Background: an optimization exercise with open tools, aiming at small area, a short achievable clock period and few clock cycles per item. Do not read the settings as production practice.
At most, simulation tests tie the RTL to the original design; equivalence was not proved.
Power and IR drop assume default switching activity.

delta:
// baud_divisor_search
module baud_divisor_search (
  input  logic        clk,
  input  logic        rst,
  input  logic        cfg_we,
  input  logic [13:0] cfg_wdata,
  input  logic        in_valid,
  output logic        in_stall,
  input  logic [24:0] periph_clock,
  input  logic [20:0] wanted_baud,
  output logic        out_valid,
  input  logic        out_stall,
  output logic [11:0] divisor_mantissa,
  output logic signed [3:0] divisor_exponent,
  output logic        double_speed,
  output logic [15:0] deviation,
  output logic        found
);
  typedef enum logic [3:0] {
    S_IDLE, S_QDIV, S_CHK, S_RDIV, S_LOAD, S_MUL, S_RAT, S_UPD, S_SEL, S_FMT, S_OUT
  } state_t;
  state_t      st;
  logic [14:0] tol_lim;      
  logic [24:0] pclk;
  logic [20:0] want;
  logic signed [6:0] ptr;    
  logic        pb1, pb0;     
  logic [26:0] ph;           
  logic [4:0]  cnt;
  logic [29:0] qs;           
  logic        qz;           
  logic        neg_n;        
  logic        neg_d;        
  logic signed [4:0] j;
  logic [20:0] dv;           
  logic [20:0] rr;           
  logic [21:0] rq;           
  logic        rat;          
  logic        cmp;          
  logic        v_n, v_d;     
  logic        eq_n, gt_n, eq_d, gt_d;
  logic        won_n, won_d;  
  logic        pv_n, pv_d;   
  logic        p_even;       
  logic        p_zero;       
  logic [15:0] r_n, r_d;
  logic [12:0] k_n, k_d;
  logic signed [4:0] j_n, j_d;
  logic        dbl, fnd;
  function automatic logic [4:0] bitlen(input logic [20:0] w);
    bitlen = 5'd0;
    for (int i = 0; i < 21; i++) if (w[i]) bitlen = 5'(i + 1);
  endfunction
  ...
clock: 10.0 ns
lec_check: 0
cap_margin: 20
core_margin: 2
core_utilization: 60
setup_slack_margin: 5
slew_margin: 20
run.sh (not shown) runs the stock make flow with config.mk's settings and CLKGATE_MAP_FILE= SYNTH_SCRIPT=/design/flow/synth_recipe.tcl, a recipe that flattens the netlist after the stock synthesis.
Testbench counts of delta, summed over its fixed seeds: cycles 36,717, items 288.
[inputs] epsilon vs delta
# delta
export LEC_CHECK = 0
export CAP_MARGIN = 20
export CORE_MARGIN = 2
export CORE_UTILIZATION = 60
export SETUP_SLACK_MARGIN = 5
export SLEW_MARGIN = 20
create_clock -name core_clock -period 10.0 [get_ports {clk}]
# epsilon
export LEC_CHECK = 0
export CAP_MARGIN = 20
export CORE_MARGIN = 2
export CORE_UTILIZATION = 40
export SETUP_SLACK_MARGIN = 5
export SLEW_MARGIN = 20
create_clock -name core_clock -period 10.0 [get_ports {clk}]
- Weighted congestion at the end of routability-driven global placement: delta and epsilon compared, lower one is epsilon
- Going from delta to epsilon, the post-layout total power was found to have gone down by about 4.4%.
- Run comparison: delta endpoint of the worst setup timing path rr[2]$_DFFE_PP_; epsilon endpoint of the worst setup timing path rr[19]$_DFFE_PP_
- | post-route cell area | higher: epsilon |
- epsilon vs delta on well tap count: epsilon is the higher one.
- Per the comparison of epsilon with delta, number of clock buffer instances in the layout up 3, met1 layer wirelength in the final routing picked up an extra 1800 µm.
- After synthesis and placement, the instance count of epsilon is above that of delta.
- Per the final summary, delta finished and its layout is clean on timing, DRC and antenna.
- In summary, epsilon completed successfully, with a layout that passed the timing, DRC and antenna checks.
- Clock power: epsilon worse than delta
- Compared with delta, in epsilon highest net fanout along the worst path now sits lower, power dissipated in sequential cells was more or less identical.


Another version of the RTL of baud_divisor_search (not shown whole).
For scale: about 290 flip-flops, ~100 I/O pins.
==> flow/config.mk <==
export PLATFORM = sky130hd
export DESIGN_NAME = baud_divisor_search
export DESIGN_NICKNAME = baud_divisor_search
export VERILOG_FILES = /design/flow/design.v
export SDC_FILE = /design/flow/constraint.sdc
export NUM_CORES = 4
export LEC_CHECK = 0
export CAP_MARGIN = 20
export CORE_MARGIN = 2
export CORE_UTILIZATION = 40
export SETUP_SLACK_MARGIN = 4
export SLEW_MARGIN = 20
==> flow/constraint.sdc <==
create_clock -name core_clock -period 10.0 [get_ports {clk}]
set_input_delay 2.0000 -clock core_clock [delete_from_list [all_inputs] [get_ports {clk}]]
set_output_delay 2.0000 -clock core_clock [all_outputs]
set_load 0.01 [all_outputs]
Rerun with:
--- a/flow/config.mk
+++ b/flow/config.mk
@@ -11 +11 @@
-export SETUP_SLACK_MARGIN = 4
+export SETUP_SLACK_MARGIN = 5
What happened: The new run produced a clean layout. Core utilization climbs by 1.7 points. Total power climbs by 9.6%. Design area climbs by 3.8%. Cell count climbs by 1.9%. Worst setup slack improves by 0.52 ns. Routed wire length climbs by 4.5%.
No run of this note included a check of the RTL's function; only the layout flow was run.


## old
Another version of the RTL of baud_divisor_search (not shown whole).
Size: roughly 320 flip-flops, ~0.025 mm^2 of cells after synthesis.
export LEC_CHECK = 0
export CAP_MARGIN = 20
export CORE_MARGIN = 2
export CORE_UTILIZATION = 55
export CTS_BUF_LIST = sky130_fd_sc_hd__clkbuf_4 sky130_fd_sc_hd__clkbuf_8
export SETUP_SLACK_MARGIN = 5
export SLEW_MARGIN = 20
create_clock -name core_clock -period 10.0 [get_ports {clk}]
Testbench counts of old, summed over its fixed seeds: cycles 37,287, items 288.
The following lists how new was set up differently from old:
- CORE_UTILIZATION now 40, was 55
- CTS_BUF_LIST no longer set, was sky130_fd_sc_hd__clkbuf_4 sky130_fd_sc_hd__clkbuf_8
Results
- Compared new vs old, and critical path depth is up in new.
- In the final design statistics, new uses more standard cells in total than old.
- Compared to old, new has actual transition at the worst max-transition pin 0.089 ns lower.
- Looking at clock network fraction of total power, new sits 1.5 points higher than old does.
- The setup slack of new was superior to that of old.


== the baseline ==
Another version of the RTL of baud_divisor_search (not shown whole).
For scale: about 2300 cells after synthesis, ~310 flip-flops, ~0.022 sq mm of cells after synthesis.
==> flow/config.mk <==
export PLATFORM = sky130hd
export DESIGN_NAME = baud_divisor_search
export DESIGN_NICKNAME = baud_divisor_search
export VERILOG_FILES = /design/flow/design.v
export SDC_FILE = /design/flow/constraint.sdc
export NUM_CORES = 4
export LEC_CHECK = 0
export CAP_MARGIN = 20
export CORE_MARGIN = 2
export CORE_UTILIZATION = 40
export SETUP_SLACK_MARGIN = 5
export SLEW_MARGIN = 20
==> flow/constraint.sdc <==
create_clock -name core_clock -period 10.0 [get_ports {clk}]
set_input_delay 2.0000 -clock core_clock [delete_from_list [all_inputs] [get_ports {clk}]]
set_output_delay 2.0000 -clock core_clock [all_outputs]
set_load 0.01 [all_outputs]
Testbench counts of the baseline, summed over its fixed seeds: cycles 88,320, items 288.
For the candidate, these inputs were changed with respect to the baseline:
Settings: removing SETUP_SLACK_MARGIN (formerly 5).
==> run notes <==
The candidate: largest net degree at the start of global routing higher than the baseline. In the candidate, the layout-stage area growth over the synthesis result came out 5.3 points below the value in the baseline. When the candidate is set beside the baseline, its post-place instance area turns out to be 0.46% smaller. On the candidate: cell area is about 4.4% lower than what the baseline gave.

-- separate check: timing with driven ports --
The flow's constraints put no driver on any port. The routed layouts listed below were extracted and timed again, unchanged, in two steps.
Step 1 sets driving cells, clkbuf_16 on the clock port and buf_2 on the other inputs (assumed; they add their load-dependent delay and slew).
Step 2 also shifts input and output timing later by t, the mid clock arrival at the registers, as if the neighbouring blocks saw the same clock.
Slacks: no drivers / after step 1 / after step 2; pairs: no drivers / after step 1.
| run | t (ns) | setup slack, ns | worst setup path after step 2 | slew at the worst register clock pin (ns) | pins driven straight from the clock port |
|---|---|---|---|---|---|
| delta | 0.606 | 4.585 / 4.585 / 4.585 | register to register | 0.07 / 0.07 | 1 |
| epsilon | 0.627 | 4.690 / 4.690 / 4.587 | input to register | 0.07 / 0.07 | 1 |
| the first run of note 2 | 0.618 | 4.262 / 4.262 / 4.262 | register to register | 0.06 / 0.06 | 1 |
| the second run of note 2 | 0.611 | 4.781 / 4.781 / 4.781 | register to register | 0.07 / 0.07 | 1 |
| old | 0.720 | 5.274 / 5.274 / 5.274 | register to register | 0.07 / 0.07 | 1 |
| new | 0.639 | 5.278 / 5.278 / 5.278 | register to register | 0.07 / 0.07 | 1 |
| the baseline | 0.597 | 3.773 / 3.773 / 3.773 | register to register | 0.06 / 0.06 | 1 |
| the candidate | 0.609 | 2.543 / 2.543 / 2.543 | register to register | 0.06 / 0.06 | 1 |
After both steps every run listed still meets setup and hold. The setup slack of epsilon, which loses most, moves by 0.000 ns with the drivers and by -0.103 ns with both steps.
